This is an optimization exercise on Yosys and OpenROAD, whose aim is small area, not a production implementation. At most, simulation tests tie the RTL to the original design; equivalence was not proved. Function not checked in run 6: the RTL went through the layout flow alone. Power and IR drop assume default switching activity. No driver is modelled on the clock port, so clocking that relies on it looks cheaper here than on a real chip.

File: design/flow/design.v
package regcon_pkg;
        typedef enum logic [2:0] {
                write    = 3'd0,
                read     = 3'd1,
                read_two = 3'd2,
                compare  = 3'd5,
                xor_op   = 3'd6,
                shift    = 3'd7
        } opcode_e;
        typedef logic [5-1:0] reg_addr_t;
        typedef logic [16-1:0] reg_word_t;
        typedef struct packed {
                logic                        pad;
                logic [4-1:0] amount;
        } shift_view_t;
        typedef union packed {
                reg_addr_t   addr;
                shift_view_t shift_view;
        } operand_u;
        typedef struct packed {
                opcode_e   opcode;
                reg_addr_t src_a;
                operand_u  src_b;
                reg_addr_t dest;
                reg_word_t data;
        } console_cmd_t;
        typedef struct packed {
                logic      valid;
                reg_word_t line1_word;
                reg_word_t line2_word;
        } display_req_t;
        typedef struct packed {
                logic      en;
                reg_addr_t addr;
                reg_word_t data;
        } reg_wr_t;
endpackage
`timescale 1ns/1ps
module register_console_top (
        input  logic                        clk,
        input  logic                        reset,
        input  logic                        rot,
        input  logic [4-1:0] bits,
        output logic [128-1:0]   line1,
        output logic [128-1:0]   line2
);
        localparam logic [3:0] CLR_N = 4'd8;
        logic       rot_prev;
        logic       busy;
        logic [2:0] fc;           
        logic [2:0] op;
        logic       cv, upd;      
        logic [4:0] A;            
        logic step, fstep, start, last;
        logic op_w, op_r, op_r2, op_c, op_x, op_s, writes;
        assign step  = rot & ~rot_prev;
        assign fstep = step & busy;
        assign start = step & ~busy & (bits[2:0] != 3'd3) & (bits[2:0] != 3'd4);
        assign op_w  = (op == 3'd0);
        assign op_r  = (op == 3'd1);
        assign op_r2 = (op == 3'd2);
        assign op_c  = (op == 3'd5);
        assign op_x  = (op == 3'd6);
        assign op_s  = (op == 3'd7);
        assign writes = ~(op_r | op_r2);
        always_comb begin
                case (op)
                        3'd1:    last = (fc == 3'd1);
                        3'd2:    last = (fc == 3'd3);
                        3'd7:    last = (fc == 3'd4);
                        default: last = (fc == 3'd5);
                endcase
        end
        always_ff @(posedge clk) begin
                if (reset) begin
                        rot_prev <= 1'b0;
                        busy     <= 1'b0;
                        cv       <= 1'b0;
                        upd      <= 1'b0;
                end else begin
                        rot_prev <= rot;
                        cv       <= fstep & last;
                        upd      <= cv;
                        if (start)
                                busy <= 1'b1;
                        else if (fstep & last)
                                busy <= 1'b0;
                end
        end
        logic a_lo, a_hi;
        always_comb begin
                if (op_w) begin
                        a_lo = (fc == 3'd0);
                        a_hi = (fc == 3'd1);
                end else if (op_s) begin
                        a_lo = (fc == 3'd0) | (fc == 3'd3);
                        a_hi = (fc == 3'd1) | (fc == 3'd4);
                end else begin
                        a_lo = ~fc[0];
                        a_hi = fc[0];
                end
        end
        always_ff @(posedge clk) begin
                if (start) begin
                        op <= bits[2:0];
                        fc <= 3'd0;
                end else if (fstep) begin
                        fc <= fc + 3'd1;
                end
                if (fstep & a_lo) A[3:0] <= bits;
                if (fstep & a_hi) A[4]   <= bits[0];
        end
        logic [31:0][15:0] ring;
        logic [4:0]  ptr;
        logic [3:0]  clr_cnt;
        logic        clr;
        logic        pv;          
        logic [4:0]  pp;          
        logic [15:0] pd;          
        logic [4:0]  q;           
        logic        rok;         
        logic        q_ok;
        logic        hit;
        logic [15:0] rd;          
        logic        wr_now;
        logic [15:0] res;
        logic [3:0]  wp;
        assign q    = A + ptr;
        assign rok  = ~q[0];
        assign clr  = (clr_cnt != CLR_N);
        assign q_ok = ({1'b0, q[2:0]} < clr_cnt);
        assign hit  = pv & (q == pp);
        logic [16:0]       rsel;
        logic [16:0][15:0] rsrc;
        logic [5:0][15:0]  rd_n;
        assign rsel[15:0] = {16{q_ok & ~hit}} & (16'd1 << q[4:1]);
        assign rsel[16]   = hit;
        for (genvar k = 0; k < 16; k++) begin : g_src
                assign rsrc[k] = ring[2*k];
        end
        assign rsrc[16] = pd;
        for (genvar g = 0; g < 5; g++) begin : g_rd
                for (genvar b = 0; b < 16; b++) begin : g_bit
                        rc_aoi222 u_aoi (
                                .a1 (rsrc[3*g][b]),   .a2 (rsel[3*g]),
                                .b1 (rsrc[3*g+1][b]), .b2 (rsel[3*g+1]),
                                .c1 (rsrc[3*g+2][b]), .c2 (rsel[3*g+2]),
                                .y  (rd_n[g][b])
                        );
                end
        end
        for (genvar b = 0; b < 16; b++) begin : g_rd5
                rc_aoi22 u_aoi (
                        .a1 (rsrc[15][b]), .a2 (rsel[15]),
                        .b1 (rsrc[16][b]), .b2 (rsel[16]),
                        .y  (rd_n[5][b])
                );
        end
        always_comb begin
                rd = 16'd0;
                for (int g = 0; g < 6; g++) rd = rd | ~rd_n[g];
        end
        for (genvar p = 0; p < 4; p++) begin : g_wp
                assign wp[p] = clr | (pv & (pp == 5'(8*p + 31)));
        end
        assign wr_now = upd & writes;
        always_ff @(posedge clk) begin
                for (int i = 1; i < 32; i++) ring[i] <= ring[i-1];
                ring[0]  <= wp[0] ? pd : ring[31];
                ring[8]  <= wp[1] ? pd : ring[7];
                ring[16] <= wp[2] ? pd : ring[15];
                ring[24] <= wp[3] ? pd : ring[23];
        end
        always_ff @(posedge clk) begin
                if (reset) begin
                        ptr     <= 5'd0;
                        clr_cnt <= 4'd0;
                        pv      <= 1'b0;
                        pd      <= 16'd0;
                end else begin
                        ptr <= ptr + 5'd1;
                        if (clr) clr_cnt <= clr_cnt + 4'd1;
                        if (wr_now) begin
                                pv <= 1'b1;
                                pd <= res;
                        end else begin
                                if (wp != 4'd0) pv <= 1'b0;
                                if (cv & op_r2) pd <= rd;
                        end
                end
                pp <= (wr_now ? q : pp) + 5'd1;
        end
        logic [15:0] T;
        logic [3:0]  amt;
        logic [3:0]  a_cur;
        logic        xd;          
        logic        tload, wdat, xop;
        assign tload = (fc == 3'd2) & rok & ~(fstep & op_w);
        assign wdat  = fstep & op_w & (fc >= 3'd2);
        assign xop   = (fc == 3'd4) & rok & (op_c | op_x) & ~xd;
        assign a_cur = (fstep & op_s & (fc == 3'd2)) ? bits : amt;
        always_ff @(posedge clk) begin
                if (start)
                        xd <= 1'b0;
                else if (xop)
                        xd <= 1'b1;
        end
        always_ff @(posedge clk) begin
                if (reset)
                        amt <= 4'd0;
                else if (tload)
                        amt <= a_cur;
                else if (a_cur[3:2] != 2'd0)
                        amt <= a_cur - 4'd4;
                else if (a_cur[1])
                        amt <= a_cur - 4'd2;
                else if (a_cur[0])
                        amt <= a_cur - 4'd1;
                else
                        amt <= a_cur;
        end
        always_ff @(posedge clk) begin
                if (tload)
                        T <= rd;
                else if (wdat)
                        T <= {bits, T[15:4]};
                else if (xop)
                        T <= T ^ rd;
                else if (a_cur[3:2] != 2'd0)
                        T <= {4'd0, T[15:4]};
                else if (a_cur[1])
                        T <= {2'd0, T[15:2]};
                else if (a_cur[0])
                        T <= {1'b0, T[15:1]};
        end
        assign res = op_c ? {15'd0, (T == 16'd0)} : T;
        logic [15:0] L1, L2;
        logic        LN;
        always_ff @(posedge clk) begin
                if (reset) begin
                        L1 <= 16'd0;
                        L2 <= 16'd0;
                        LN <= 1'b0;
                end else if (upd) begin
                        L1 <= op_r2 ? T : {11'd0, A};
                        if (op_r | op_r2)
                                L2 <= rok ? rd : (op_r ? T : pd);
                        else
                                L2 <= res;
                        LN <= 1'b1;
                end
        end
        always_comb begin
                for (int i = 0; i < 16; i++) begin
                        line1[i*8 +: 8] = {2'b00, LN, LN, 3'b000, L1[i]};
                        line2[i*8 +: 8] = {2'b00, LN, LN, 3'b000, L2[i]};
                end
        end
endmodule
module rc_aoi222 (
        input  logic a1, a2, b1, b2, c1, c2,
        output logic y
);
        assign y = ~((a1 & a2) | (b1 & b2) | (c1 & c2));
endmodule
module rc_aoi22 (
        input  logic a1, a2, b1, b2,
        output logic y
);
        assign y = ~((a1 & a2) | (b1 & b2));
endmodule
File: design/flow/flow/run.sh
#!/bin/bash
# Standard ORFS layout with these changes: the tie cell is not split per load,
# synthesis buffers are removed at floorplan, ports are buffered with buf_1,
# and CTS inserts no dummy loads.
set -euo pipefail
bash standard.sh \
  SKIP_REPAIR_TIE_FANOUT=1 \
  REMOVE_ABC_BUFFERS=1 \
  "BUFFER_PORTS_ARGS=-buffer_cell sky130_fd_sc_hd__buf_1" \
  "CTS_ARGS=-sink_clustering_enable -repair_clock_nets -dont_use_dummy_load -buf_list {sky130_fd_sc_hd__clkbuf_8 sky130_fd_sc_hd__clkbuf_16} -sink_clustering_size 24 -sink_clustering_max_diameter 90" \
  finish > standard.log 2>&1
File: design/flow/standard.sh
#!/bin/bash
# synth_recipe.tcl (not shown) runs the flow's synth.tcl, then flattens the netlist and writes it again
# the make line also repeats each setting of config.mk as NAME=value (left out here)
make -C /OpenROAD-flow-scripts/flow DESIGN_CONFIG=/design/flow/config.mk WORK_HOME=/design/flow/orfs CLKGATE_MAP_FILE= SYNTH_SCRIPT=/design/flow/synth_recipe.tcl "${@:-finish}"
File: design/flow/config.mk
export PLATFORM = sky130hd
export DESIGN_NAME = register_console_top
export DESIGN_NICKNAME = register_console_top
export VERILOG_FILES = /design/flow/design.v
export SDC_FILE = /design/flow/constraint.sdc
export NUM_CORES = 4
export LEC_CHECK = 0
export ABC_AREA = 0
export CAP_MARGIN = 20
export CORE_MARGIN = 2
export CORE_UTILIZATION = 60
export GPL_TIMING_DRIVEN = 0
export SLEW_MARGIN = 20
export SYNTH_HIERARCHICAL = 1
export SYNTH_MINIMUM_KEEP_SIZE = 0
File: design/flow/constraint.sdc
create_clock -name core_clock -period 6.0 [get_ports {clk}]
set_input_delay 1.2000 -clock core_clock [delete_from_list [all_inputs] [get_ports {clk}]]
set_output_delay 1.2000 -clock core_clock [all_outputs]
set_load 0.01 [all_outputs]
==> reports/qor.txt, run 1 <==
status - complete, no violations
Worst Setup Start Kind - register
ys async rst share - 0%
WP data required - 6.34 ns
GPL Wtd Cong - 0.8669
fin. max-slew vios - 0
Inserted Diodes - 0
vias in the first global route - 11040
die area - 0.03442 mm2
crit-path cells - ha_2, fa_1, xor2_1, xnor2_1, nand4_1, o311ai_1, nor2_2, buf_8, a222oi_1, nand2_1, nor2_1, xnor2_1, a221oi_1, a22oi_1
Yosys warnings - 7
synth top area cells - dfxtp_1 (60%), buf_4 (8.8%), a222oi_1 (4.1%)
RSZ-0062 raised after global routing - no
clock share of power - 31.0%
Hold Buf Count CTS - 0
Max Buffers Root-to-Sink - 3
HPWL Detailed - 29840 um
cell area power density - 327.7 mW/mm2
Initial Util - 60.93%
cell family with most CP delay - compound AO/OA/AOI/OAI gates
antenna violations before repair - 0
R2R Path End - T[13]
Pre-antenna DRT Iters - 6
global-route wire length before repair - 67700 um
met3 wire length - 3579 um
LEAKAGE - 7.500 nW
# IOs - 263
WS Path Type - register to register
WP depth - 14
slew margin rel. - 16.26%
switching power - 1.515 mW
min-delay src - ring[94]
largest net degree at the start of global routing - 161
CP endpoint - T[13]
Hold Vio Cnt, Final - 0
Final nets - 1515
number of library cell types mapped by synthesis - 77
gr ovfl total - 0
switch share - 22.87%
worst vdd ir - 0.2591 mV
Post-synth top cells - dfxtp_1 (588), buf_4 (231), a222oi_1 (81)
sequential cell fraction of total power - 63.1%
mapped cell area - 0.01977 mm2
total track usage - 26.46%
WL met1 - 20870 um
drt drc - 0
TritonCTS clock tree - done
clock skew - 0.06981 ns
synthesized flop and latch total - 612
postcts setup bufs - 0
DR WL/cell - 23.57 um
number of synthesized flops with an enable pin - 24
Hold Crit Class - register to register
PostCTS Resize Cnt - 0
Max Cap Viol - 0
Worst Path Max Fanout - 9
Worst path max stage delay - 0.96 ns
hold path cells - 0
worst endpoint data arrival time - 5.60 ns
Tightest Pin Transition - 1.256 ns
part of the power in combinational logic - 5.9%
DR iter-0 viols - 1314
most frequent CP cell - xnor2_1
Critical path origin - A[0]
Top Layer Used - met4
Setup crit end kind - register
crit path buf inv count - 1
Layout area overhead - 2.183%
die span in x - 185.5 um
share of Yosys cell area claimed by the top area cell type - 59.53%
cell taking the most area after synthesis - dfxtp_1
P_int - 5.107 mW
Clock Latency Late Sink - 0.61 ns
minimum clock period - 5.260 ns
multi-input logic area - 0.005386 mm2
standard-cell rows - 66
r2r worst-path depth - 14
CTS sink cnt - 612
fin area - 0.02020 mm2
H-tree Lvls - 1
R2R Path Start - A[0]
total routed wirelength - 45530 um
register area share after synthesis - 63.18%
share of layout cells above drive strength 1 - 9.262%
CTS Root Cell - clkbuf_16
register area - 0.01249 mm2
Placed Area - 0.01946 mm2
most common cell in the netlist - dfxtp_1
period utilization - 87.66%
DRT antenna net count - 0
post-synthesis instance total - 1615
Fill cells - 2538
Util after Layout - 62.26%
DIE HEIGHT - 185.5 um
Max Fclk - 190.1 MHz
ys flop type - dfxtp_1
port bufs - 102
final setup vio count - 0
worst reg2reg setup slack - 0.74 ns
core area - 0.03245 mm2
syn avg cell area - 12.24 um2
Vias - 11560
total power - 6.621 mW
Vias/cell - 5.982
routed wl met2 - 19510 um
Inserted Clock Buffers - 29
critical path's slowest cell - o311ai_1
CTS clk-pin slew, worst paths - 0.12 ns
[routing by layer]
metal / up-vias / GRT usage [%]
met4: 0 / 9.386
met3: 86 / 4.070
met2: 482 / 39.57
li1: 5316 / -
met5: - / 0
met1: 5674 / 39.04
[area by class of cell]
cell class,count,area share (%)
well taps,442,2.737
multi-input cells,695,26.66
repair buffers,129,4.706
clock buffers,29,3.592
flip-flops and latches,612,61.84
inverters,25,0.4645
[placed cells by master (no fill, tap or decap), types with 5 or more instances in the layout]
cell,instances
a211oi_1,16
a21oi_1,35
a221oi_1,5
a221oi_2,10
a222oi_1,81
a22oi_2,16
a31oi_1,16
and3_1,6
and4_1,12
buf_1,101
buf_16,15
buf_8,7
clkbuf_16,29
dfxtp_1,586
edfxtp_1,24
ha_1,14
inv_1,20
inv_2,5
mux2_1,59
mux2_2,8
mux2i_1,17
nand2_1,68
nand2b_1,6
nand3_1,48
nand4_1,27
nor2_1,51
nor2_4,15
nor2b_1,5
nor3_1,11
o211ai_1,18
o21ai_0,24
o21ai_1,8
o22ai_1,12
o311ai_1,5
xnor2_1,26
xor2_1,11
[kinds of logic after synthesis]
| group | synth area share (%) |
|---|---|
| adder cells (fa/ha/maj) | 1.101 |
| flip-flops | 63.18 |
| buffers and inverters | 10.55 |
| other | 0.01897 |
| multiplexers | 4.676 |
| AND/OR/NAND/NOR | 7.062 |
| XOR/XNOR | 1.721 |
| AO/OA/AOI/OAI | 11.69 |
[metrics by stage]
step	setup WS, ns	hold slack (ns)	setup TNS, ns	std cells
3_5_place_dp	0.8174	0.3121	0	1902
3_3_place_gp	-0.9577	0.3097	-33.54	1876
6_report	0.7402	0.2875	0	1932
4_1_cts	0.8263	0.2862	0	1931
2_1_floorplan	0.3962	0.3096	0	1332
5_1_grt	0.4055	0.2835	0	1932
[state kept, by name, indices dropped and copies added (netlist names), 3 cells and up]
name / flops
pd: 16
ptr: 5
fc: 3
ring: 512
L1: 16
T: 16
A: 5
op: 3
pp: 5
L2: 16
clr_cnt: 4
amt: 4
[per-module statistics from Yosys, one instance, submodules excluded]
module / cells inside / flip-flops and latches / area (um2)
rc_aoi22: 1 / 0 / 12.51
rc_aoi222: 1 / 0 / 10.01
register_console_top: 1519 / 612 / 18770
[power groups by stage]
stage | combinational [mW] | clock (mW) | sequential [mW]
final | 0.391 | 2.05 | 4.18
after global routing | 0.421 | 2.23 | 4.19
after CTS | 0.385 | 2.09 | 4.18
after detailed placement | 0.383 | 0 | 4.27
after global placement | 0.315 | 0 | 4.27
after floorplan | 0.230 | 0 | 4.26
[how the worst min path moves through the flow]
stage	endpoint	slack, ns
after floorplan	ring[100]	0.31
after global placement	ring[173]	0.31
after detailed placement	ring[224]	0.31
after CTS	ring[110]	0.29
after global routing	ring[110]	0.28
final	ring[110]	0.29
==> inputs of run 2 (changes only) <==
==> design/flow/flow/run.sh (replaced) <==
#!/bin/bash
# Standard ORFS layout with these changes: the tie cell is not split per load,
# synthesis buffers are removed at floorplan, ports are buffered with buf_1,
# and CTS inserts no dummy loads.
set -euo pipefail
bash standard.sh \
  SKIP_REPAIR_TIE_FANOUT=1 \
  REMOVE_ABC_BUFFERS=1 \
  "BUFFER_PORTS_ARGS=-buffer_cell sky130_fd_sc_hd__buf_1" \
  "CTS_ARGS=-sink_clustering_enable -repair_clock_nets -dont_use_dummy_load -buf_list {sky130_fd_sc_hd__clkbuf_8 sky130_fd_sc_hd__clkbuf_16} -sink_clustering_size 30 -sink_clustering_max_diameter 120" \
  finish > standard.log 2>&1
--- a/design/flow/config.mk
+++ b/design/flow/config.mk
@@ -7,9 +7,9 @@
 export LEC_CHECK = 0
 export ABC_AREA = 0
-export CAP_MARGIN = 20
+export CAP_MARGIN = 5
 export CORE_MARGIN = 2
 export CORE_UTILIZATION = 60
 export GPL_TIMING_DRIVEN = 0
-export SLEW_MARGIN = 20
+export SLEW_MARGIN = 5
 export SYNTH_HIERARCHICAL = 1
 export SYNTH_MINIMUM_KEEP_SIZE = 0
==> reports/qor.txt, run 2 <==
ys flop type - dfxtp_1
number of synthesized flops with an enable pin - 24 (unchanged)
ys async rst share - 0% (unchanged)
total track usage - 26.12% (-0.33 points)
synth top area cells - dfxtp_1 (60%), buf_4 (8.8%), a222oi_1 (4.1%)
global-route wire length before repair - 66440 um (-1.9%)
core area - 0.03245 mm2 (unchanged)
PostCTS Resize Cnt - 0 (unchanged)
DRT antenna net count - 0 (unchanged)
part of the power in combinational logic - 5.8% (about the same)
total routed wirelength - 44990 um (-1.2%)
standard-cell rows - 66 (unchanged)
die span in x - 185.5 um (unchanged)
Worst Setup Start Kind - register
Yosys warnings - 7 (unchanged)
die area - 0.03442 mm2 (unchanged)
met3 Usage GRT - 3.933% (-0.14 points)
CTS Root Cell - clkbuf_16
Hold Buf Count CTS - 0 (unchanged)
switch share - 22.70% (-0.17 points)
Setup crit end kind - register
cell taking the most area after synthesis - dfxtp_1
GRT met2 Usage - 38.81% (-0.76 points)
slew margin rel. - 17.30% (+1.0 points)
period utilization - 82.05% (-5.6 points)
mapped cell area - 0.01977 mm2 (unchanged)
syn avg cell area - 12.24 um2 (unchanged)
sequential cell fraction of total power - 65.1% (+2.0 points)
Hold Vio Cnt, Final - 0 (unchanged)
Post-Synth Adder-Cell Area - 1.101% (unchanged)
gr ovfl total - 0 (unchanged)
Hold Slack - 0.2852 ns (-0.002313 ns)
Util after Layout - 61.18% (-1.1 points)
WP data required - 6.38 ns (+0.04 ns)
share of layout cells above drive strength 1 - 8.452% (-0.81 points)
final setup margin - 1.077 ns (+0.3368 ns)
switching power - 1.457 mW (-3.8%)
Placed Area - 0.01923 mm2 (-1.2%)
CTS clk-pin slew, worst paths - 0.12 ns (about the same)
worst reg2reg setup slack - 1.08 ns (+0.34 ns)
Worst Path Max Fanout - 16 (+7)
Tightest Pin Transition - 1.241 ns (-0.01551 ns)
most common cell after layout, fill and taps aside - dfxtp_1
RSZ-0062 raised after global routing - no
vias in the first global route - 10880 (-1.5%)
fin area - 0.01985 mm2 (-1.7%)
fin. max-slew vios - 0 (unchanged)
status - complete, no violations
H-tree Lvls - 1 (unchanged)
worst endpoint data arrival time - 5.31 ns (-0.29 ns)
cell area power density - 323.1 mW/mm2 (-1.4%)
Sum Neg Setup Slack - 0 ns (unchanged)
Compound-Gate Fraction of Synth Area - 11.69% (unchanged)
Max Buffers Root-to-Sink - 3 (unchanged)
DIE HEIGHT - 185.5 um (unchanged)
port bufs - 102 (unchanged)
Pre-antenna DRT Iters - 6 (unchanged)
Layout area overhead - 0.4111%
Initial Util - 60.93% (unchanged)
Max Cap Viol - 0 (unchanged)
Clock Latency Late Sink - 0.58 ns (-0.03 ns)
hold path cells - 0 (unchanged)
final setup vio count - 0 (unchanged)
r2r worst-path depth - 13 (-1)
Post-synth top cells - dfxtp_1 (588), buf_4 (231), a222oi_1 (81)
Hold Crit Class - register to register
largest net degree at the start of global routing - 161 (unchanged)
worst vdd ir - 0.2470 mV (-4.7%)
Final nets - 1504 (-0.73%)
Inserted Clock Buffers - 24 (-17%)
most frequent cells in the layout - dfxtp_1 (586), buf_1 (101), a222oi_1 (81)
GPL Wtd Cong - 0.8669 (unchanged)
CTS sink cnt - 612 (unchanged)
Synth Area in Simple Gates - 7.062% (unchanged)
post-synthesis instance total - 1615 (unchanged)
grt peak-use layer - met2
WS Path Type - register to register
Max Fclk - 203.1 MHz (+6.8%)
met1 Usage GRT - 38.22% (-0.83 points)
Inserted Diodes - 0 (unchanged)
antenna violations before repair - 0 (unchanged)
most common cell in the netlist - dfxtp_1
drt drc - 0 (unchanged)
clock skew - 0.06336 ns (-0.006453 ns)
DR iter-0 viols - 1202 (-8.5%)
clock share of power - 29.1% (-1.9 points)
Vias - 11510 (-0.38%)
Largest register FFs - 512 (unchanged)
largest family of logic cells by synthesized area - compound AO/OA/AOI/OAI gates
proportion of synthesized area in mux cells - 4.676% (unchanged)
P_int - 4.959 mW (-2.9%)
minimum clock period - 4.923 ns (-0.3368 ns)
synthesized flop and latch total - 612 (unchanged)
Post-Synth XOR/XNOR Area - 1.721% (unchanged)
HPWL Detailed - 28490 um (-4.5%)
postcts setup bufs - 0 (unchanged)
pre-CTS setup slack - 1.083 ns (+0.2661 ns)
register area share after synthesis - 63.18% (unchanged)
Most flops, register - ring
LEAKAGE - 7.357 nW (-1.9%)
DR WL/cell - 23.42 um (-0.63%)
TritonCTS clock tree - done
number of library cell types mapped by synthesis - 77 (unchanged)
# IOs - 263 (unchanged)
Vias/cell - 5.994 (+0.19%)
share of Yosys cell area claimed by the top area cell type - 59.53% (unchanged)
## run 2: critical path: stages, from the launching register on
cell	delay (ns)
edfxtp_1	0.40
ha_2	0.21
fa_1	0.40
xor2_1	0.59
xnor2_1	0.19
nand4_1	0.27
o211ai_1	0.78
nor2_4	0.36
a222oi_1	0.48
nand4_1	0.21
nor2_1	0.35
xnor2_1	0.17
a21boi_1	0.09
a222oi_1	0.26
## run 2: cell families after synthesis
kind of cell | count (synthesis)
DFF | 612
buffers and inverters | 308
AOI/OAI and AO/OA | 280
and+or+nand+nor | 275
muxes | 84
xor gates and xnor gates | 38
adders and majority gates | 17
other | 1
## run 2: layout make-up
cell class              count  area [um2]
repair buffers            123       753.2
multi-input cells         695        5359
clock buffers              24       600.6
well taps                 442       553.0
fillers                  2617       12600
flip-flops and latches    612       12490
inverters                  25       93.84
## run 2: layer usage
layer / vias to the layer above / share of wire (%)
met1: 5644 / 46
met4: 0 / 4.5
met2: 474 / 42
met3: 97 / 7.9
met5: - / 0
li1: 5299 / -
## run 2: stage by stage
stage          power, mW  std cells
2_1_floorplan      4.488       1332
5_1_grt            6.636       1921
3_3_place_gp       4.588       1876
6_report           6.416       1921
4_1_cts            6.465       1920
3_5_place_dp       4.636       1896
## run 2: power groups by stage
| stage | Combinational (mW) | Sequential (mW) | Clock (mW) |
|---|---|---|---|
| finish | 0.371 | 4.18 | 1.87 |
| global route | 0.400 | 4.19 | 2.05 |
| CTS | 0.366 | 4.18 | 1.92 |
| detailed placement | 0.366 | 4.27 | 0 |
| global placement | 0.315 | 4.27 | 0 |
| floorplan | 0.230 | 4.26 | 0 |
## run 2: worst paths after layout
| check | from | to |
|---|---|---|
| worst max-delay path | A[0] | T[14] |
| worst min-delay path | ring[158] | ring[174] |
| worst max register to register | A[0] | T[14] |
| worst min register to register | ring[158] | ring[174] |
## run 2: Yosys stat by module (local to each module, per instance)
module                copies in the design  cell area (um2)  flip-flops and latches
rc_aoi22                                16            12.51                       0
rc_aoi222                               80            10.01                       0
register_console_top                     1            18770                     612
==> inputs of run 3 (changes only) <==
==> design/flow/flow/run.sh (replaced) <==
#!/bin/bash
# Standard ORFS layout with three changes: the tie cell is not split per load,
# ports are buffered with buf_1, and CTS inserts no dummy loads.
set -euo pipefail
bash standard.sh \
  SKIP_REPAIR_TIE_FANOUT=1 \
  "BUFFER_PORTS_ARGS=-buffer_cell sky130_fd_sc_hd__buf_1" \
  "CTS_ARGS=-sink_clustering_enable -repair_clock_nets -dont_use_dummy_load -buf_list {sky130_fd_sc_hd__clkbuf_8 sky130_fd_sc_hd__clkbuf_16} -sink_clustering_size 30 -sink_clustering_max_diameter 120" \
  finish > standard.log 2>&1
--- a/design/flow/config.mk
+++ b/design/flow/config.mk
@@ -7,9 +7,9 @@
 export LEC_CHECK = 0
 export ABC_AREA = 0
-export CAP_MARGIN = 5
+export CAP_MARGIN = 20
 export CORE_MARGIN = 2
-export CORE_UTILIZATION = 60
-export GPL_TIMING_DRIVEN = 0
-export SLEW_MARGIN = 5
+export CORE_UTILIZATION = 70
+export PLACE_DENSITY = 0.75
+export SLEW_MARGIN = 20
 export SYNTH_HIERARCHICAL = 1
 export SYNTH_MINIMUM_KEEP_SIZE = 0
==> reports/qor.txt, run 3 <==
status - complete, no violations
clock skew - 0.05777 ns (-0.005592 ns)
Clock Latency Late Sink - 0.58 ns (about the same)
Final Non-Filler Cells - 1867 (-2.8%)
most common cell in the netlist - dfxtp_1
fin. max-slew vios - 0 (unchanged)
CTS Root Cell - clkbuf_16
worst vdd ir - 0.3165 mV (+28%)
Hold Slack - 0.2889 ns (+0.003713 ns)
gr ovfl total - 0 (unchanged)
standard-cell rows - 61 (-7.6%)
largest net degree at the start of global routing - 161 (unchanged)
largest family of logic cells by synthesized area - compound AO/OA/AOI/OAI gates
crit path buf inv count - 1 (+1)
total power - 6.381 mW (-0.54%)
crit-path cells - ha_1, fa_1, xor2_1, ha_1, a21oi_1, o21ai_0, nor2_1, buf_4, a222oi_1, and4_1, nand3_1, xnor2_1, o22ai_1, a221oi_2
Hold Vio Cnt, Final - 0 (unchanged)
GPL Wtd Cong - 0.8840 (+2.0%)
worst endpoint data arrival time - 5.20 ns (-0.11 ns)
proportion of synthesized area in mux cells - 4.676% (unchanged)
Yosys warnings - 7 (unchanged)
mapped cell area - 0.01977 mm2 (unchanged)
cell family with most CP delay - simple AND/OR/NAND/NOR gates
CTS sink cnt - 612 (unchanged)
WS Path Type - register to register
postcts setup bufs - 0 (unchanged)
Post-Synth Adder-Cell Area - 1.101% (unchanged)
die span in x - 172.1 um (-7.3%)
cell taking the most area after synthesis - dfxtp_1
antenna violations before repair - 1 (+1)
Max Cap Viol - 0 (unchanged)
Synth Area in Simple Gates - 7.062% (unchanged)
post-synthesis instance total - 1615 (unchanged)
port bufs - 102 (unchanged)
total routed wirelength - 44440 um (-1.2%)
H-tree Lvls - 1 (unchanged)
Largest register FFs - 512 (unchanged)
period utilization - 79.88% (-2.2 points)
slew margin rel. - 23.23% (+5.9 points)
most common cell after layout, fill and taps aside - dfxtp_1
syn avg cell area - 12.24 um2 (unchanged)
Initial Util - 71.17% (+10 points)
HPWL Detailed - 28070 um (-1.5%)
most frequent cells in the layout - dfxtp_1 (588), buf_1 (101), a222oi_1 (81)
share of Yosys cell area claimed by the top area cell type - 59.53% (unchanged)
most frequent CP cell - ha_1
vias in the first global route - 10960 (+0.69%)
total track usage - 30.01% (+3.9 points)
Layout area overhead - -1.430%
Most flops, register - ring
Compound-Gate Fraction of Synth Area - 11.69% (unchanged)
die area - 0.02961 mm2 (-14%)
final setup margin - 1.207 ns (+0.1301 ns)
RSZ-0062 raised after global routing - no
cell area power density - 327.4 mW/mm2 (+1.3%)
TritonCTS clock tree - done
core area - 0.02778 mm2 (-14%)
WP data required - 6.41 ns (+0.03 ns)
DR WL/cell - 23.80 um (+1.6%)
global-route wire length before repair - 66830 um (+0.58%)
Hold Crit Class - register to register
Setup crit end kind - register
fin area - 0.01949 mm2 (-1.8%)
Hold Buf Count CTS - 0 (unchanged)
Placed Cells - 1843 (-2.8%)
Post-synth top cells - dfxtp_1 (588), buf_4 (231), a222oi_1 (81)
register area share after synthesis - 63.18% (unchanged)
number of synthesized flops with an enable pin - 24 (unchanged)
pre-CTS setup slack - 1.322 ns (+0.2382 ns)
Max Fclk - 208.6 MHz (+2.7%)
minimum clock period - 4.793 ns (-0.1301 ns)
ys flop type - dfxtp_1
share of layout cells above drive strength 1 - 7.790% (-0.66 points)
PostCTS Resize Cnt - 0 (unchanged)
DRT antenna net count - 0 (unchanged)
Pre-antenna DRT Iters - 10 (+4)
Post-Synth XOR/XNOR Area - 1.721% (unchanged)
# IOs - 263 (unchanged)
Final nets - 1514 (+0.66%)
Worst Path Max Fanout - 10 (-6)
ys async rst share - 0% (unchanged)
CTS clk-pin slew, worst paths - 0.12 ns (about the same)
number of library cell types mapped by synthesis - 77 (unchanged)
Tightest Pin Transition - 1.149 ns (-0.09118 ns)
synthesized flop and latch total - 612 (unchanged)
final setup vio count - 0 (unchanged)
DIE HEIGHT - 172.1 um (-7.3%)
Worst Setup Start Kind - register
synth top area cells - dfxtp_1 (60%), buf_4 (8.8%), a222oi_1 (4.1%)
Max Buffers Root-to-Sink - 3 (unchanged)
Util after Layout - 70.15% (+9.0 points)
DR iter-0 viols - 1903 (+58%)
Vias - 11560 (+0.36%)
Inserted Clock Buffers - 24 (unchanged)
Worst path max stage delay - 0.84 ns (+0.06 ns)
Sum Neg Setup Slack - 0 ns (unchanged)
Placed Area - 0.01889 mm2 (-1.8%)
Inserted Diodes - 0 (unchanged)
Vias/cell - 6.189 (+3.3%)
drt drc - 0 (unchanged)
LEAKAGE - 7.317 nW (-0.55%)
critical path's slowest cell - nor2_1
-- run 3: cell counts after synthesis --
No cell type changed its count.
-- run 3: routing by layer --
layer	track usage (%)	vias to the layer above	wire length, um
met5	0	-	0
met4	9.134	0	1250
met3	5.356	87	4034
met2	46.29	537	19970
met1	43.46	5632	19180
li1	-	5299	-
-- run 3: kinds of logic (layout without fill, tap and decap cells) --
logic type	Yosys count	count (layout)
flops	612	612
buf+inv	308	182
compound gates	280	280
simple gates	275	275
mux	84	84
xor+xnor	38	38
fa+ha+maj	17	17
other cells	1	1
-- run 3: final cells by class --
class	count	area, um2
clock buffers	24	600.6
fillers	2010	8292
inverters	25	93.84
multi-input cells	695	5214
flip-flops and latches	612	12490
well taps	378	473.0
repair buffers	133	616.8
-- run 3: worst paths after layout --
| check | from | to | cells after the start | slack, ns |
|---|---|---|---|---|
| worst max-delay path | A[0] | T[8] | 14 | 1.21 |
| worst min-delay path | ring[61] | ring[77] | 0 | 0.29 |
| worst max register to register | A[0] | T[8] | 14 | 1.21 |
| worst min register to register | ring[61] | ring[77] | 0 | 0.29 |
-- run 3: modules after synthesis (local to each module, per instance) --
module,area [um2],flip-flops and latches
rc_aoi22,12.51,0
register_console_top,18770,612
rc_aoi222,10.01,0
-- run 3: power by group --
part	leakage [nW]	total (mW)	switching (mW)	internal, mW
clock	0.296	1.86	1.14	0.723
sequential	4.96	4.18	0.0528	4.13
combinational	2.06	0.339	0.237	0.102
total	7.32	6.38	1.43	4.95
==> inputs of run 4 (changes only) <==
--- a/design/flow/config.mk
+++ b/design/flow/config.mk
@@ -9,6 +9,5 @@
 export CAP_MARGIN = 20
 export CORE_MARGIN = 2
-export CORE_UTILIZATION = 70
-export PLACE_DENSITY = 0.75
+export CORE_UTILIZATION = 50
 export SLEW_MARGIN = 20
 export SYNTH_HIERARCHICAL = 1
==> reports/qor.txt, run 4 <==
total routed wirelength - 48550 um (+9.2%)
Post-Synth Adder-Cell Area - 1.101% (unchanged)
Most flops, register - ring
register area - 0.01249 mm2 (unchanged)
Compound-Gate Fraction of Synth Area - 11.69% (unchanged)
DRT antenna net count - 0 (unchanged)
TritonCTS clock tree - done
post-synthesis instance total - 1615 (unchanged)
final setup margin - 1.340 ns (+0.1326 ns)
RSZ-0062 raised after global routing - no
CTS clk-pin slew, worst paths - 0.12 ns (about the same)
syn avg cell area - 12.24 um2 (unchanged)
worst vdd ir - 0.2428 mV (-23%)
Setup crit end kind - register
pre-CTS setup slack - 1.402 ns (+0.08045 ns)
Hold Crit Class - register to register
synthesized flop and latch total - 612 (unchanged)
share of Yosys cell area claimed by the top area cell type - 59.53% (unchanged)
CTS sink cnt - 612 (unchanged)
Tightest Pin Transition - 1.186 ns (+0.03701 ns)
die span in x - 202.9 um (+18%)
register area share after synthesis - 63.18% (unchanged)
slew margin rel. - 20.91% (-2.3 points)
number of library cell types mapped by synthesis - 77 (unchanged)
standard-cell rows - 72 (+18%)
Hold Buf Count CTS - 0 (unchanged)
WP data required - 6.40 ns (about the same)
Fill cells - 3403 (+69%)
core area - 0.03883 mm2 (+40%)
Vias/cell - 5.754 (-7.0%)
most common cell in the netlist - dfxtp_1
Worst Setup Start Kind - register
worst endpoint data arrival time - 5.06 ns (-0.14 ns)
mapped cell area - 0.01977 mm2 (unchanged)
minimum clock period - 4.660 ns (-0.1326 ns)
Hold Vio Cnt, Final - 0 (unchanged)
clock skew - 0.05386 ns (-0.003902 ns)
DIE HEIGHT - 202.9 um (+18%)
drt drc - 0 (unchanged)
vias in the first global route - 11340 (+3.5%)
Worst Path Max Fanout - 11 (+1)
fin area - 0.01971 mm2 (+1.1%)
most common cell after layout, fill and taps aside - dfxtp_1
HPWL Detailed - 32100 um (+14%)
period utilization - 77.67% (-2.2 points)
GPL Wtd Cong - 0.8891 (+0.58%)
Inserted Clock Buffers - 24 (unchanged)
gr ovfl total - 0 (unchanged)
postcts setup bufs - 0 (unchanged)
antenna violations before repair - 1 (unchanged)
total power - 6.412 mW (+0.48%)
H-tree Lvls - 1 (unchanged)
# IOs - 263 (unchanged)
Placed Area - 0.01909 mm2 (+1.1%)
most frequent cells in the layout - dfxtp_1 (588), buf_1 (101), a222oi_1 (81)
fin. max-slew vios - 0 (unchanged)
ys async rst share - 0% (unchanged)
Max Buffers Root-to-Sink - 3 (unchanged)
LEAKAGE - 7.333 nW (+0.21%)
Synth Area in Simple Gates - 7.062% (unchanged)
Clock Latency Late Sink - 0.59 ns (about the same)
largest family of logic cells by synthesized area - compound AO/OA/AOI/OAI gates
Max Cap Viol - 0 (unchanged)
Inserted Diodes - 0 (unchanged)
Worst path max stage delay - 0.61 ns (-0.23 ns)
Max Fclk - 214.6 MHz (+2.8%)
Largest register FFs - 512 (unchanged)
port bufs - 102 (unchanged)
number of synthesized flops with an enable pin - 24 (unchanged)
final setup vio count - 0 (unchanged)
global-route wire length before repair - 72130 um (+7.9%)
Yosys warnings - 7 (unchanged)
cell area power density - 325.4 mW/mm2 (-0.62%)
share of layout cells above drive strength 1 - 7.847% (+0.057 points)
Hold Slack - 0.2688 ns (-0.02006 ns)
total track usage - 23.28% (-6.7 points)
status - complete, no violations
synth top area cells - dfxtp_1 (60%), buf_4 (8.8%), a222oi_1 (4.1%)
ys flop type - dfxtp_1
Post-Synth XOR/XNOR Area - 1.721% (unchanged)
cell taking the most area after synthesis - dfxtp_1
largest net degree at the start of global routing - 161 (unchanged)
Initial Util - 50.92% (-20 points)
DR iter-0 viols - 1424 (-25%)
Vias - 11560 (+0.043%)
die area - 0.04115 mm2 (+39%)
CTS Root Cell - clkbuf_16
Sum Neg Setup Slack - 0 ns (unchanged)
WS Path Type - register to register
Post-synth top cells - dfxtp_1 (588), buf_4 (231), a222oi_1 (81)
Final nets - 1516 (+0.13%)
proportion of synthesized area in mux cells - 4.676% (unchanged)
DR WL/cell - 24.17 um (+1.5%)
multi-input logic area - 0.005240 mm2 (+0.50%)
crit-path cells - ha_1, fa_1, xor2_1, xnor2_1, nand4_1, o211ai_1, nor2_1, buf_4, a222oi_1, nand4_1, nor2_1, xnor2_1, a21boi_1, a222oi_1
PostCTS Resize Cnt - 0 (unchanged)
Layout area overhead - -0.3354%
critical path's slowest cell - xor2_1
Pre-antenna DRT Iters - 9 (-1)
-- run 4: cell type report --
type                    count  area share, %
clock buffers              24          3.048
repair buffers            135          3.206
multi-input cells         695          26.59
flip-flops and latches    612          63.39
inverters                  25         0.4762
well taps                 518          3.289
-- run 4: worst max-delay path: cells and delay by family, from the launching register on --
family                   cells  cell delay [ns]
buffers and inverters        1             0.27
AND/OR/NAND/NOR              4             1.10
AO/OA/AOI/OAI                4             1.09
XOR/XNOR                     3             0.97
adder cells (fa/ha/maj)      2             0.64
flip-flops                   1             0.41
-- run 4: per-module statistics from Yosys, one instance, submodules excluded --
module	area (um2)	times used	flip-flops and latches
rc_aoi222	10.01	80	0
rc_aoi22	12.51	16	0
register_console_top	18770	1	612
-- run 4: power by group --
part / switching, mW / leakage, nW / internal [mW]
clock: 1.16 / 0.296 / 0.723
combinational: 0.242 / 2.08 / 0.102
sequential: 0.0560 / 4.96 / 4.13
total: 1.46 / 7.33 / 4.95
-- run 4: final timing paths --
kind                               start       end  slack [ns]  cells past startpoint
worst min-delay path            ring[60]  ring[76]        0.27                      0
worst min register to register  ring[60]  ring[76]        0.27                      0
worst max register to register      A[0]     T[14]        1.34                     14
worst max-delay path                A[0]     T[14]        1.34                     14
-- run 4: per-layer routing --
metal,GRT usage [%],vias to the layer above,share of wire (%)
met2,37.15,560,45
met3,4.013,121,8.3
li1,-,5292,-
met1,31.35,5585,42
met5,0,-,0.014
met4,9.854,2,4.2
-- run 4: cell families after synthesis --
kind of cell	Yosys count
other	1
AOI/OAI and AO/OA	280
buffers and inverters	308
adders and majority gates	17
and+or+nand+nor	275
xor gates and xnor gates	38
muxes	84
DFF	612
-- run 4: stage by stage --
stage / cells / util [%]
global route: 2009 / 50.75
detailed placement: 1985 / 49.18
global placement: 1985 / 49.18
CTS: 2009 / 50.72
finish: 2009 / 50.75
floorplan: 1615 / -
==> inputs of run 5 (changes only) <==
--- a/design/flow/config.mk
+++ b/design/flow/config.mk
@@ -9,5 +9,8 @@
 export CAP_MARGIN = 20
 export CORE_MARGIN = 2
-export CORE_UTILIZATION = 50
+export CORE_UTILIZATION = 60
+export CTS_BUF_LIST = sky130_fd_sc_hd__clkbuf_8 sky130_fd_sc_hd__clkbuf_16
+export CTS_CLUSTER_DIAMETER = 120
+export CTS_CLUSTER_SIZE = 30
 export SLEW_MARGIN = 20
 export SYNTH_HIERARCHICAL = 1
==> reports/qor.txt, run 5 <==
status - complete, no violations
part of the power in combinational logic - 5.4% (about the same)
die span in x - 185.5 um (-8.5%)
worst reg2reg setup slack - 0.98 ns (-0.36 ns)
CTS sink cnt - 612 (unchanged)
Max Buffers Root-to-Sink - 3 (unchanged)
sequential cell fraction of total power - 65.4% (+0.2 points)
synthesized flop and latch total - 612 (unchanged)
Hold Crit Class - register to register
Placed Cells - 1911 (-3.7%)
clock skew - 0.05234 ns (-0.001523 ns)
number of library cell types mapped by synthesis - 77 (unchanged)
syn avg cell area - 12.24 um2 (unchanged)
LEAKAGE - 7.344 nW (+0.15%)
number of synthesized flops with an enable pin - 24 (unchanged)
# IOs - 263 (unchanged)
global-route wire length before repair - 68610 um (-4.9%)
Sum Neg Setup Slack - 0 ns (unchanged)
Initial Util - 60.93% (+10 points)
worst endpoint data arrival time - 5.38 ns (+0.32 ns)
Max Fclk - 199.3 MHz (-7.1%)
die area - 0.03442 mm2 (-16%)
Util after Layout - 60.44% (+9.7 points)
most common cell after layout, fill and taps aside - dfxtp_1
Yosys warnings - 7 (unchanged)
WS Path Type - register to register
period utilization - 83.62% (+6.0 points)
clock share of power - 29.2% (-0.2 points)
gr ovfl total - 0 (unchanged)
fin. max-slew vios - 0 (unchanged)
minimum clock period - 5.017 ns (+0.3571 ns)
synth top area cells - dfxtp_1 (60%), buf_4 (8.8%), a222oi_1 (4.1%)
post-synthesis instance total - 1615 (unchanged)
drt drc - 0 (unchanged)
Vias/cell - 5.924 (+3.0%)
share of layout cells above drive strength 1 - 8.038% (+0.19 points)
fin area - 0.01961 mm2 (-0.47%)
Inserted Diodes - 0 (unchanged)
postcts setup bufs - 0 (unchanged)
switch share - 22.52% (-0.26 points)
Layout area overhead - -0.8037%
register area share after synthesis - 63.18% (unchanged)
Largest register FFs - 512 (unchanged)
most common cell in the netlist - dfxtp_1
most frequent cells in the layout - dfxtp_1 (588), buf_1 (101), a222oi_1 (81)
largest net degree at the start of global routing - 161 (unchanged)
core area - 0.03245 mm2 (-16%)
Post-synth top cells - dfxtp_1 (588), buf_4 (231), a222oi_1 (81)
port bufs - 102 (unchanged)
RSZ-0062 raised after global routing - no
HPWL Detailed - 30510 um (-4.9%)
CTS clk-pin slew, worst paths - 0.12 ns (about the same)
total power - 6.392 mW (-0.31%)
Vias - 11460 (-0.84%)
switching power - 1.439 mW (-1.4%)
Worst Path Max Fanout - 10 (-1)
R2R Path Start - A[0]
antenna violations before repair - 0 (-1)
Hold Slack - 0.2698 ns (+0.0009730 ns)
TritonCTS clock tree - done
GPL Wtd Cong - 0.8605 (-3.2%)
mapped cell area - 0.01977 mm2 (unchanged)
hold path cells - 0 (unchanged)
Most flops, register - ring
DIE HEIGHT - 185.5 um (-8.5%)
standard-cell rows - 66 (-8.3%)
Hold Vio Cnt, Final - 0 (unchanged)
CTS Root Cell - clkbuf_16
PostCTS Resize Cnt - 0 (unchanged)
cell area power density - 325.9 mW/mm2 (+0.16%)
Worst Setup Start Kind - register
cell taking the most area after synthesis - dfxtp_1
Critical path origin - A[0]
pre-CTS setup slack - 1.231 ns (-0.1708 ns)
Tightest Pin Transition - 1.054 ns (-0.1323 ns)
H-tree Lvls - 1 (unchanged)
Final nets - 1518 (+0.13%)
WP data required - 6.36 ns (-0.04 ns)
Placed Area - 0.01901 mm2 (-0.45%)
final setup margin - 0.9825 ns (-0.3571 ns)
Final Non-Filler Cells - 1935 (-3.7%)
ys async rst share - 0% (unchanged)
r2r worst-path depth - 14 (unchanged)
slew margin rel. - 29.29% (+8.4 points)
Inserted Clock Buffers - 24 (unchanged)
DR iter-0 viols - 1481 (+4.0%)
share of Yosys cell area claimed by the top area cell type - 59.53% (unchanged)
DRT antenna net count - 0 (unchanged)
Pre-antenna DRT Iters - 7 (-2)
vias in the first global route - 10620 (-6.4%)
P_int - 4.953 mW (about the same)
worst vdd ir - 0.2200 mV (-9.4%)
total track usage - 26.79% (+3.5 points)
final setup vio count - 0 (unchanged)
total routed wirelength - 46370 um (-4.5%)
Setup crit end kind - register
CP endpoint - T[1]
Max Cap Viol - 0 (unchanged)
Hold Buf Count CTS - 0 (unchanged)
R2R Path End - T[1]
DR WL/cell - 23.96 um (-0.84%)
Clock Latency Late Sink - 0.57 ns (-0.02 ns)
ys flop type - dfxtp_1
[run 5: cell counts after synthesis]
No cell type changed its count.
[run 5: per-layer routing]
metal	share of wire [%]	track usage, %	up-vias	wire (um)
met2	44	41.57	453	20570
li1	-	-	5304	-
met3	6.9	3.404	71	3181
met1	46	39.19	5635	21170
met5	0	0	-	0
met4	3.1	8.346	0	1450
[run 5: worst max-delay path: stages (launching register included)]
cell and delay (ns):
edfxtp_1 0.44, ha_1 0.25, fa_1 0.40, xor2_1 0.57
ha_1 0.36, a21oi_1 0.25, o21ai_0 0.23, nor2_1 0.84
buf_4 0.34, a222oi_1 0.13, and4_1 0.21, nand3_1 0.20
xor2_1 0.19, o22ai_1 0.10, a221oi_1 0.27
[run 5: worst min-delay path by stage]
stage,end,slack (ns),from
after floorplan,ring[100],0.31,ring[84]
after global placement,ring[458],0.31,ring[442]
after detailed placement,ring[175],0.31,ring[159]
after CTS,ring[332],0.27,ring[316]
after global routing,ring[332],0.27,ring[316]
final,ring[332],0.27,ring[316]
[run 5: modules after synthesis (local to each module, per instance)]
module / flip-flops and latches / cells / cell area (um2) / copies in the design
register_console_top: 612 / 1519 / 18770 / 1
rc_aoi22: 0 / 1 / 12.51 / 16
rc_aoi222: 0 / 1 / 10.01 / 80
[run 5: power by group through the flow]
| stage | combinational [mW] | clock [mW] | sequential [mW] |
|---|---|---|---|
| after floorplan | 0.339 | 0 | 4.24 |
| after CTS | 0.338 | 1.91 | 4.18 |
| after global placement | 0.334 | 0 | 4.27 |
| after global routing | 0.379 | 2.04 | 4.19 |
| after detailed placement | 0.338 | 0 | 4.27 |
| final | 0.344 | 1.87 | 4.18 |
[run 5: area by class of cell]
class / count / area (um2)
multi-input combinational: 695 / 5228
timing repair buffer: 137 / 646.9
sequential: 612 / 12490
inverter: 25 / 93.84
clock buffer: 24 / 600.6
fill: 2722 / 12840
tap: 442 / 553.0
[run 5: cells by family (layout without fill, tap and decap cells)]
kind of cell             count (synthesis)  in the layout  synth area share, %
flip-flops                             612            612                63.18
adder cells (fa/ha/maj)                 17             17                1.101
multiplexers                            84             84                4.676
other                                    1              1              0.01897
XOR/XNOR                                38             38                1.721
AO/OA/AOI/OAI                          280            280                11.69
buffers and inverters                  308            186                10.55
AND/OR/NAND/NOR                        275            275                7.062
==> inputs of run 6 (changes only) <==
--- a/design/flow/design.v
+++ b/design/flow/design.v
@@ -45,5 +45,4 @@
         output logic [128-1:0]   line2
 );
-        localparam logic [3:0] CLR_N = 4'd8;
         logic       rot_prev;
         logic       busy;
@@ -52,4 +51,5 @@
         logic       cv, upd;      
         logic [4:0] A;            
+        logic [15:0] T;           
         logic step, fstep, start, last;
         logic op_w, op_r, op_r2, op_c, op_x, op_s, writes;
@@ -113,5 +113,5 @@
         logic [31:0][15:0] ring;
         logic [4:0]  ptr;
-        logic [3:0]  clr_cnt;
+        logic        cleared;     
         logic        clr;
         logic        pv;          
@@ -124,21 +124,24 @@
         logic [15:0] rd;          
         logic        wr_now;
-        logic [15:0] res;
-        logic [3:0]  wp;
+                logic [3:0]  wp;
         assign q    = A + ptr;
         assign rok  = ~q[0];
-        assign clr  = (clr_cnt != CLR_N);
-        assign q_ok = ({1'b0, q[2:0]} < clr_cnt);
+        assign clr  = ~cleared;
+        assign q_ok = cleared | ({2'b00, q[2:0]} < ptr);
         assign hit  = pv & (q == pp);
-        logic [16:0]       rsel;
-        logic [16:0][15:0] rsrc;
+        logic [17:0]       rsel;
+        logic [17:0][15:0] rsrc;
         logic [5:0][15:0]  rd_n;
-        assign rsel[15:0] = {16{q_ok & ~hit}} & (16'd1 << q[4:1]);
-        assign rsel[16]   = hit;
+        logic              sel_t;
+        assign sel_t      = upd & (writes | (op_r & ~rok));
+        assign rsel[15:0] = {16{~sel_t & rok & q_ok & ~hit}} & (16'd1 << q[4:1]);
+        assign rsel[16]   = ~sel_t & ((rok & hit) | (upd & op_r2 & ~rok));
+        assign rsel[17]   = sel_t;
         for (genvar k = 0; k < 16; k++) begin : g_src
                 assign rsrc[k] = ring[2*k];
         end
         assign rsrc[16] = pd;
-        for (genvar g = 0; g < 5; g++) begin : g_rd
+        assign rsrc[17] = T;
+        for (genvar g = 0; g < 6; g++) begin : g_rd
                 for (genvar b = 0; b < 16; b++) begin : g_bit
                         rc_aoi222 u_aoi (
@@ -150,11 +153,4 @@
                 end
         end
-        for (genvar b = 0; b < 16; b++) begin : g_rd5
-                rc_aoi22 u_aoi (
-                        .a1 (rsrc[15][b]), .a2 (rsel[15]),
-                        .b1 (rsrc[16][b]), .b2 (rsel[16]),
-                        .y  (rd_n[5][b])
-                );
-        end
         always_comb begin
                 rd = 16'd0;
@@ -175,13 +171,13 @@
                 if (reset) begin
                         ptr     <= 5'd0;
-                        clr_cnt <= 4'd0;
+                        cleared <= 1'b0;
                         pv      <= 1'b0;
                         pd      <= 16'd0;
                 end else begin
                         ptr <= ptr + 5'd1;
-                        if (clr) clr_cnt <= clr_cnt + 4'd1;
+                        if (ptr == 5'd7) cleared <= 1'b1;
                         if (wr_now) begin
                                 pv <= 1'b1;
-                                pd <= res;
+                                pd <= rd;
                         end else begin
                                 if (wp != 4'd0) pv <= 1'b0;
@@ -191,5 +187,4 @@
                 pp <= (wr_now ? q : pp) + 5'd1;
         end
-        logic [15:0] T;
         logic [3:0]  amt;
         logic [3:0]  a_cur;
@@ -212,27 +207,26 @@
                         amt <= a_cur;
                 else if (a_cur[3:2] != 2'd0)
-                        amt <= a_cur - 4'd4;
-                else if (a_cur[1])
-                        amt <= a_cur - 4'd2;
-                else if (a_cur[0])
-                        amt <= a_cur - 4'd1;
+                        amt <= {a_cur[3:2] - 2'd1, a_cur[1:0]};
                 else
-                        amt <= a_cur;
-        end
-        always_ff @(posedge clk) begin
-                if (tload)
-                        T <= rd;
-                else if (wdat)
-                        T <= {bits, T[15:4]};
-                else if (xop)
-                        T <= T ^ rd;
-                else if (a_cur[3:2] != 2'd0)
-                        T <= {4'd0, T[15:4]};
-                else if (a_cur[1])
-                        T <= {2'd0, T[15:2]};
-                else if (a_cur[0])
-                        T <= {1'b0, T[15:1]};
-        end
-        assign res = op_c ? {15'd0, (T == 16'd0)} : T;
+                        amt <= {3'd0, a_cur[1] & a_cur[0]};
+        end
+        always_ff @(posedge clk) begin
+                T <= T_next;
+        end
+        logic s_ld, s_x, s_c, s_4, s_2, s_1, s_h;
+        logic [15:0] T_next;
+        assign s_ld = tload;
+        assign s_x  = xop;
+        assign s_c  = cv & op_c;
+        assign s_4  = wdat | (~tload & (a_cur[3:2] != 2'd0));
+        assign s_2  = ~tload & (a_cur[3:2] == 2'd0) & a_cur[1];
+        assign s_1  = ~tload & (a_cur[3:1] == 3'd0) & a_cur[0];
+        assign s_h  = ~(s_ld | s_x | s_c | s_4 | s_2 | s_1);
+        assign T_next = ({16{s_ld | s_x}} & (rd ^ (T & {16{s_x}})))
+                      | ({16{s_4}} & {bits & {4{wdat}}, T[15:4]})
+                      | ({16{s_2}} & {2'd0, T[15:2]})
+                      | ({16{s_1}} & {1'b0, T[15:1]})
+                      | ({16{s_c}} & {15'd0, (T == 16'd0)})
+                      | ({16{s_h}} & T);
         logic [15:0] L1, L2;
         logic        LN;
@@ -244,8 +238,5 @@
                 end else if (upd) begin
                         L1 <= op_r2 ? T : {11'd0, A};
-                        if (op_r | op_r2)
-                                L2 <= rok ? rd : (op_r ? T : pd);
-                        else
-                                L2 <= res;
+                        L2 <= rd;
                         LN <= 1'b1;
                 end
@@ -264,8 +255,2 @@
         assign y = ~((a1 & a2) | (b1 & b2) | (c1 & c2));
 endmodule
-module rc_aoi22 (
-        input  logic a1, a2, b1, b2,
-        output logic y
-);
-        assign y = ~((a1 & a2) | (b1 & b2));
-endmodule
==> design/flow/flow/run.sh (replaced) <==
#!/bin/bash
# Standard ORFS layout with three changes: the tie cell is not split per load,
# ports are buffered with buf_1, and CTS inserts no dummy loads.
set -euo pipefail
bash standard.sh \
  SKIP_REPAIR_TIE_FANOUT=1 \
  "BUFFER_PORTS_ARGS=-buffer_cell sky130_fd_sc_hd__buf_1" \
  "CTS_ARGS=-sink_clustering_enable -repair_clock_nets -dont_use_dummy_load -buf_list {sky130_fd_sc_hd__clkbuf_8 sky130_fd_sc_hd__clkbuf_16} -sink_clustering_size 26 -sink_clustering_max_diameter 100" \
  finish > standard.log 2>&1
==> design/flow/config.mk (replaced) <==
export PLATFORM = sky130hd
export DESIGN_NAME = register_console_top
export DESIGN_NICKNAME = register_console_top
export VERILOG_FILES = /design/flow/design.v
export SDC_FILE = /design/flow/constraint.sdc
export NUM_CORES = 4
export LEC_CHECK = 0
export ABC_AREA = 0
export CAP_MARGIN = 10
export CORE_MARGIN = 2
export CORE_UTILIZATION = 60
export SLEW_MARGIN = 10
export SYNTH_HIERARCHICAL = 1
export SYNTH_MINIMUM_KEEP_SIZE = 0
==> reports/qor.txt, run 6 <==
Pre-antenna DRT Iters - 7 (unchanged)
total routed wirelength - 42320 um (-8.7%)
Vias/cell - 5.796 (-2.2%)
share of Yosys cell area claimed by the top area cell type - 63.50% (+4.0 points)
Tightest Pin Transition - 1.220 ns (+0.1657 ns)
antenna violations before repair - 0 (unchanged)
DR WL/cell - 23.42 um (-2.3%)
LEAKAGE - 7.092 nW (-3.4%)
Hold Vio Cnt, Final - 0 (unchanged)
Max Fclk - 198.7 MHz (-0.31%)
ys async rst share - 0% (unchanged)
RSZ-0062 raised after global routing - no
Setup crit end kind - register
CTS clk-pin slew, worst paths - 0.11 ns (about the same)
post-synthesis instance total - 1511 (-6.4%)
CTS sink cnt - 609 (-0.49%)
synth top area cells - dfxtp_1 (63%), buf_4 (9.0%), a222oi_1 (5.1%)
slew margin rel. - 18.07% (-11 points)
Largest register FFs - 512 (unchanged)
minimum clock period - 5.033 ns (+0.01557 ns)
GPL Wtd Cong - 0.8305 (-3.5%)
cell area power density - 355.2 mW/mm2 (+9.0%)
port bufs - 102 (unchanged)
HPWL Detailed - 26670 um (-13%)
Inserted Diodes - 0 (unchanged)
WS Path Type - register to register
register area share after synthesis - 64.76% (+1.6 points)
Inserted Clock Buffers - 27 (+13%)
cell taking the most area after synthesis - dfxtp_1
register area - 0.01227 mm2 (-1.8%)
die area - 0.03302 mm2 (-4.1%)
Fill cells - 2550 (-6.3%)
PostCTS Resize Cnt - 0 (unchanged)
worst endpoint data arrival time - 5.48 ns (+0.10 ns)
Post-synth top cells - dfxtp_1 (601), buf_4 (227), a222oi_1 (96)
vias in the first global route - 10120 (-4.7%)
mapped cell area - 0.01895 mm2 (-4.2%)
status - complete, no violations
postcts setup bufs - 0 (unchanged)
multi-input logic area - 0.004817 mm2 (-7.9%)
fin. max-slew vios - 0 (unchanged)
DRT antenna net count - 0 (unchanged)
synthesized flop and latch total - 609 (-0.49%)
Max Buffers Root-to-Sink - 3 (unchanged)
share of layout cells above drive strength 1 - 12.46% (+4.4 points)
Final nets - 1429 (-5.9%)
total track usage - 25.28% (-1.5 points)
Initial Util - 60.52% (-0.41 points)
Yosys warnings - 7 (unchanged)
Clock Latency Late Sink - 0.59 ns (+0.02 ns)
Layout area overhead - 0.2445%
H-tree Lvls - 1 (unchanged)
Most flops, register - ring
DIE HEIGHT - 181.7 um (-2.1%)
core area - 0.03131 mm2 (-3.5%)
number of library cell types mapped by synthesis - 68 (-12%)
Util after Layout - 60.66% (+0.23 points)
largest net degree at the start of global routing - 161 (unchanged)
clock skew - 0.07529 ns (+0.02295 ns)
number of synthesized flops with an enable pin - 8 (-67%)
Worst Setup Start Kind - register
CTS Root Cell - clkbuf_16
TritonCTS clock tree - done
ys flop type - dfxtp_1
standard-cell rows - 65 (-1.5%)
gr ovfl total - 0 (unchanged)
Vias - 10470 (-8.6%)
DR iter-0 viols - 1153 (-22%)
syn avg cell area - 12.54 um2 (+2.4%)
Hold Crit Class - register to register
die span in x - 181.7 um (-2.1%)
worst vdd ir - 0.3116 mV (+42%)
global-route wire length before repair - 63140 um (-8.0%)
Worst Path Max Fanout - 9 (-1)
final setup vio count - 0 (unchanged)
most common cell after layout, fill and taps aside - dfxtp_1
drt drc - 0 (unchanged)
period utilization - 83.88% (+0.26 points)
WP data required - 6.45 ns (+0.09 ns)
most common cell in the netlist - dfxtp_1
Sum Neg Setup Slack - 0 ns (unchanged)
most frequent cells in the layout - dfxtp_1 (600), buf_1 (101), a222oi_1 (96)
# IOs - 263 (unchanged)
Max Cap Viol - 0 (unchanged)
Hold Buf Count CTS - 0 (unchanged)
-- run 6: cell types whose count changed in the layout (fill, tap and decap cells not counted), sizes merged, moves of 18 or more --
cell	before	now
o21ai	36	12
a22oi	18	0
a211oi	18	41
o211ai	18	0
nor4	2	21
nand3	49	21
nor2	69	88
-- run 6: through the flow --
step	hold WS, ns	total power, mW	std cells	setup WS (ns)	instance area [um2]
2_1_floorplan	0.3096	4.781	1511	1.213	18950
3_5_place_dp	0.3121	4.867	1780	0.9925	18320
4_1_cts	0.2858	6.773	1807	0.9853	18990
6_report	0.2996	6.747	1807	0.9670	18990
5_1_grt	0.3140	6.977	1807	0.5727	18990
3_3_place_gp	0.3097	4.861	1780	1.053	18320
-- run 6: worst max-delay path, cell delays in order (launching register included) --
cell,delay (ns)
dfxtp_1,0.41
ha_1,0.20
inv_1,0.06
fa_1,0.57
inv_1,0.09
ha_1,0.27
nor2b_1,0.12
o21ai_0,0.13
nand2b_1,0.11
a311oi_4,0.30
nand2_2,0.23
nor4_2,0.98
buf_4,0.38
a222oi_1,0.13
nand4_1,0.13
nor2_1,0.09
xnor2_1,0.13
a221o_1,0.33
a221o_1,0.25
-- run 6: final timing paths --
path	start	end	slack (ns)	depth (start not counted)
setup / recovery	ptr[0]	T[14]	0.97	18
hold / removal	ring[159]	ring[175]	0.30	0
setup reg to reg	ptr[0]	T[14]	0.97	18
hold reg to reg	ring[159]	ring[175]	0.30	0
-- run 6: cell type report --
class / instances / area share, %
Sequential cell: 609 / 64.61
Timing Repair Buffer: 140 / 3.524
Multi-Input combinational cell: 614 / 25.36
Clock buffer: 27 / 3.557
Tap cell: 402 / 2.648
Inverter: 15 / 0.2964
-- run 6: power by group --
| group | total, mW | internal (mW) | switching [mW] |
|---|---|---|---|
| Combinational | 0.395 | 0.156 | 0.240 |
| Clock | 1.96 | 0.805 | 1.16 |
| Sequential | 4.39 | 4.14 | 0.247 |
| Total | 6.75 | 5.10 | 1.65 |
-- run 6: Yosys stat by module (local to each module, per instance) --
module,flops+latches,area [um2],times used
register_console_top,609,17990,1
rc_aoi222,0,10.01,96
-- run 6: logic make-up after synthesis --
family	after synthesis	share of synthesized area, %
flip-flops	609	64.76
buffers and inverters	288	10.55
AND/OR/NAND/NOR	262	7.026
AO/OA/AOI/OAI	224	10.42
multiplexers	77	4.497
XOR/XNOR	35	1.697
adder cells (fa/ha/maj)	15	1.030
other	1	0.01979
-- run 6: routing by layer --
metal  wire [um]  part of all wire [%]  vias to the layer above  global-route usage [%]
met5           0                     0                        -                       0
met4        1290                   3.0                        0                   7.902
met3        2376                   5.6                       71                   2.728
met2       19230                    45                      323                   40.14
met1       19430                    46                     5137                   36.57
li1            -                     -                     4942                       -

==> static timing again, ports no longer ideal <==
No port has a modelled driver above. Below, the same layouts with a new extraction and two added sets of constraints.
Step 1: set_driving_cell puts a clkbuf_16 on clk and a buf_2 on each other input, an assumption about the parent block.
Step 2, shift: input delay + t, output delay - t, t = (earliest + latest rising clock arrival at the registers) / 2. This alone moves slack from input paths to output paths.
a / b / c = ideal ports / drivers / drivers and shift; a / b = the first two.
run	shift t [ns]	setup slack, ns	worst register clock-pin slew, ns
run 1	0.627	0.740 / 0.740 / 0.740	0.12 / 0.12
run 2	0.602	1.077 / 1.077 / 1.077	0.12 / 0.12
run 3	0.604	1.207 / 1.207 / 1.207	0.12 / 0.12
run 4	0.616	1.340 / 1.340 / 1.340	0.12 / 0.12
run 5	0.601	0.983 / 0.983 / 0.983	0.12 / 0.12
run 6	0.603	0.967 / 0.967 / 0.967	0.11 / 0.11
After both steps every run listed still meets setup and hold.
